This is an optimization exercise on Yosys and OpenROAD, whose aim is small area, a short achievable clock period and few clock cycles per item, not a production implementation.
In this exercise RTL edits were held to simulation tests only and were not proved equivalent to the original.
Power figures rest on the tool's default switching activity, not on a simulated workload.

## alpha
## clock_source_selector_unit
module clock_source_selector_unit (
   input  logic                        clock,
   input  logic                        reset,
   input  logic                        req_valid,
   output logic                        req_stall,
   input  logic                        req_radio_new,
   input  logic [css_pkg::TIME_W-1:0]  req_radio_time,
   input  logic [css_pkg::DATE_W-1:0]  req_radio_date,
   input  logic                        req_rtc_new,
   input  logic [css_pkg::TIME_W-1:0]  req_rtc_time,
   input  logic [css_pkg::DATE_W-1:0]  req_rtc_date,
   input  logic                        req_internal_new,
   input  logic [css_pkg::TIME_W-1:0]  req_internal_time,
   input  logic [css_pkg::DATE_W-1:0]  req_internal_date,
   input  logic                        req_second_tick,
   input  logic                        req_rtc_write_done,
   input  logic                        req_internal_write_ok,
   output logic                        rsp_valid,
   input  logic                        rsp_stall,
   output logic [css_pkg::TIME_W-1:0]  rsp_final_time,
   output logic [css_pkg::DATE_W-1:0]  rsp_final_date,
   output logic                        rsp_final_synced,
   output logic [1:0]                  rsp_final_source,
   output logic                        rsp_rtc_write_req,
   output logic                        rsp_internal_write_req,
   output logic                        rsp_radio_synced,
   output logic                        rsp_rtc_synced,
   output logic                        rsp_internal_synced,
   input  logic                        csr_psel,
   input  logic                        csr_penable,
   input  logic                        csr_pwrite,
   input  logic [css_pkg::CSR_AW-1:0]  csr_paddr,
   input  logic [css_pkg::CSR_DW-1:0]  csr_pwdata,
   output logic [css_pkg::CSR_DW-1:0]  csr_prdata,
   output logic                        csr_pready
);
clock: 9.0 ns
lec_check: 0
abc_area: 1
cap_margin: 20
core_margin: 2
core_utilization: 40
setup_slack_margin: 5
slew_margin: 20
tns_end_percent: 5
standard.sh (not shown) runs the stock make flow with config.mk's settings and CLKGATE_MAP_FILE= SYNTH_SCRIPT=/design/flow/synth_recipe.tcl, a recipe that flattens the netlist after the stock synthesis.
==> flow/flow/run.sh <==
#!/bin/bash
# The standard layout, with plain buffers on the ports instead of the delay
# buffers buffer_ports picks by default. Each tool's output goes to its own log.
set -euo pipefail
export BUFFER_PORTS_ARGS="-buffer_cell sky130_fd_sc_hd__buf_1"
bash standard.sh > standard.log 2>&1
Testbench counts of alpha, summed over its fixed seeds: cycles 12,008, items 12,000.
Relative to alpha, the following input files were edited for beta:
Settings: swapping 20 for 5 in SLEW_MARGIN; swapping 20 for 5 in CAP_MARGIN.
### Flow results
- beta -> alpha: die area delta 0, exact match
- Via-per-instance ratio in beta vs alpha: down about 0.5%
- The heaviest power group comes out the clock network in one run and registers in the other, namely in beta and alpha respectively.
- Taking alpha as the reference, in beta buffers plus inverters on the worst setup path picked up an extra 3; wire length now larger; clock skew roughly the same.
- Relative to alpha, the switching power of the nets of beta is higher by about 0.3%.
- Going from alpha to beta, arrival time at the worst endpoint went down 0.04 ns, static leakage +about 0.9%, insertion delay to the later sink of the worst-skew pair dropped 0.08 ns.
- Maximum frequency shrinks slightly when moving from alpha to beta.
Setup changes, beta to gamma
Settings: changing SLEW_MARGIN from 5 to 20; setting CTS_CLUSTER_SIZE to 28 for the first time; changing CAP_MARGIN from 5 to 20; setting CTS_CLUSTER_DIAMETER to 80 for the first time; setting GPL_ROUTABILITY_DRIVEN to 0 for the first time.
Findings:
Going from beta to gamma, the synthesis-to-finish area growth was found to have gone down by 2.0 points.
Relative to beta, total chip power has gone down in gamma.
The pin slew with the least headroom to its limit reported for gamma is smaller than that of beta by 0.15 ns.
The faster design of the two is beta; gamma tops out lower.
As far as number of nets in the synthesized netlist goes, gamma and beta are indistinguishable; the numbers are identical.
The inputs of delta differ from those of gamma as listed below.
Settings: changing SETUP_SLACK_MARGIN from 5 to 4.7; removing CTS_CLUSTER_DIAMETER (formerly 80); removing GPL_ROUTABILITY_DRIVEN (formerly 0); removing CTS_CLUSTER_SIZE (formerly 28).
### Flow results
Re total of clock buffers placed in the layout: delta is 82% up on gamma. Between gamma and delta, the fraction of standard cell area that is sequential figures differ only marginally. Across both runs, routed wire length was lower for delta than for gamma. Worst path setup slack after routing on delta is behind gamma. Going from gamma to delta, number of ordinary and repair buffers in the finished layout shrinks by 21. [compare] base=gamma new=delta: routed length on met2 lower; area of the multi-input gates went down about 1.2%.
For epsilon, these inputs were changed with respect to delta:
Settings: SYNTH_MINIMUM_KEEP_SIZE newly set to 0; SYNTH_HIERARCHICAL newly set to 1; SETUP_SLACK_MARGIN changed from 4.7 to 5.
### Flow results
- Compared with delta, epsilon degrades area after synthesis.
- Diff delta -> epsilon: vias after detailed routing saw an increase; total CTS buffers climbed 3.
- epsilon reports its top power consumer group as the clock network while delta reports registers.
- epsilon ended up with more standard cells than delta.
- Compared with delta, epsilon shows total placed cells including tap cells higher by 8.1%.

Another version of the RTL of clock_source_selector_unit (not shown whole).
For scale: ~2200 cells after synthesis, roughly 270 flip-flops, roughly 0.017 mm^2 of cells after synthesis.
==> flow/config.mk <==
export PLATFORM = sky130hd
export DESIGN_NAME = clock_source_selector_unit
export DESIGN_NICKNAME = clock_source_selector_unit
export VERILOG_FILES = /design/flow/design.v
export SDC_FILE = /design/flow/constraint.sdc
export NUM_CORES = 4
export LEC_CHECK = 0
export ABC_AREA = 1
export CAP_MARGIN = 20
export CORE_MARGIN = 2
export CORE_UTILIZATION = 40
export CTS_CLUSTER_DIAMETER = 80
export CTS_CLUSTER_SIZE = 32
export GPL_ROUTABILITY_DRIVEN = 0
export SETUP_SLACK_MARGIN = 5
export SLEW_MARGIN = 20
export TNS_END_PERCENT = 5
==> flow/constraint.sdc <==
create_clock -name core_clock -period 9.0 [get_ports {clock}]
set_input_delay 1.8000 -clock core_clock [delete_from_list [all_inputs] [get_ports {clock}]]
set_output_delay 1.8000 -clock core_clock [all_outputs]
set_load 0.01 [all_outputs]
Scripts as last shown in full above: flow/flow/run.sh
The first run produced a clean layout.
Testbench counts at the start, summed over its fixed seeds: cycles 12,008, items 12,000.
Change:
- CORE_UTILIZATION: 40 -> 30
- CTS_CLUSTER_SIZE: 32 -> 28
Result: Setup slack got worse by 12 ps; critical path depth fell by 1; synthesized cell count is unchanged; core utilization fell by 11 points; total power rose by a few percent; register-to-register slack got worse by 50 ps; clock-buffer cell count rose by 3; die area rose by a quarter to a third; final cell count rose by a few percent.
Change:
- CORE_UTILIZATION: 30 -> 40
- GPL_TIMING_DRIVEN: unset -> 0
Effect:
- final area shrinks by 1.3%
- synthesized cell count is unchanged
- wire length climbs by 0.52%
- power stays flat
- non-clock buffer count increases by 69
- clock power is about the same
- area after synthesis stays the same
- global-route usage went up by 7.2 points
- maximum frequency decreases by 2.8%
- final cell count went down by 3.4%
Change:
- GPL_ROUTABILITY_DRIVEN: 0 -> unset
- GPL_TIMING_DRIVEN: 0 -> unset
The changed run went through all stages and came out clean.
Sequential power hardly moves.
Global-route usage went down by 2.1 points.
Sequential cell count is unchanged.
Final area went up by 0.86%.
Power is about the same.
Via count went down by 2.9%.
Change:
- GPL_ROUTABILITY_DRIVEN: unset -> 0
Wire length came out lower by 0.88%.
Via count is higher by 0.51%.
Global-route usage stays flat.
Synthesized area stays the same.
Design area falls by 1.4%.
Flip-flop and latch count is unchanged.
Sequential share of layout area climbs by 0.45 points.
Change:
- PLACE_DENSITY: unset -> 0.5
Effect:
- wire length is higher by 5.6%
- maximum frequency is about the same
- die area stays the same
- setup slack improved by 8.1 ps
- worst hold slack improved by 3.0 ps
- flip-flop and latch count stays the same
- synthesized cell count stays the same

==> re-timing with driven ports <==
The results above use ideal ports. As a check the final layouts listed here were re-extracted and re-timed, cells and wires unchanged. Step 1, drivers: a clkbuf_16 drives clock and a buf_2 each remaining input, both assumed. Step 2 times the ports against the registers' clock, not the clock port: input delays grow and output delays shrink by t, the midpoint of the rising clock arrivals with the driver on. a / b / c = no drivers / after step 1 / after step 2; a / b = the first two.
| run | shift t [ns] | setup slack, ns | latest minus earliest clock arrival (ns) | worst data-port slew with drivers (ns) | cell pins on the clock port's net |
|---|---|---|---|---|---|
| alpha | 0.647 | 4.842 / 4.851 / 4.205 | 0.019 / 0.019 | 0.10 | 1 |
| beta | 0.570 | 4.811 / 4.828 / 4.258 | 0.021 / 0.020 | 0.10 | 1 |
| gamma | 0.597 | 4.792 / 4.779 / 4.182 | 0.039 / 0.040 | 0.08 | 1 |
| delta | 0.649 | 4.779 / 4.811 / 4.162 | 0.016 / 0.016 | 0.11 | 1 |
| epsilon | 0.581 | 4.766 / 4.586 / 4.005 | 0.026 / 0.026 | 0.23 | 1 |
| the first run of note 2 | 0.607 | 4.849 / 4.852 / 4.244 | 0.031 / 0.031 | 0.09 | 1 |
| the second run of note 2 | 0.629 | 4.837 / 4.845 / 4.217 | 0.059 / 0.059 | 0.14 | 1 |
| the third run of note 2 | 0.617 | 4.715 / 4.754 / 4.138 | 0.026 / 0.027 | 0.07 | 1 |
| the fourth run of note 2 | 0.624 | 4.802 / 4.753 / 4.129 | 0.040 / 0.040 | 0.16 | 1 |
| the fifth run of note 2 | 0.607 | 4.849 / 4.852 / 4.244 | 0.031 / 0.031 | 0.09 | 1 |
| the sixth run of note 2 | 0.604 | 4.857 / 4.874 / 4.270 | 0.017 / 0.016 | 0.10 | 1 |
After both steps setup and hold are still met in every run listed. The setup slack of epsilon, which loses most, moves by -0.180 ns with the drivers and by -0.761 ns with both steps.
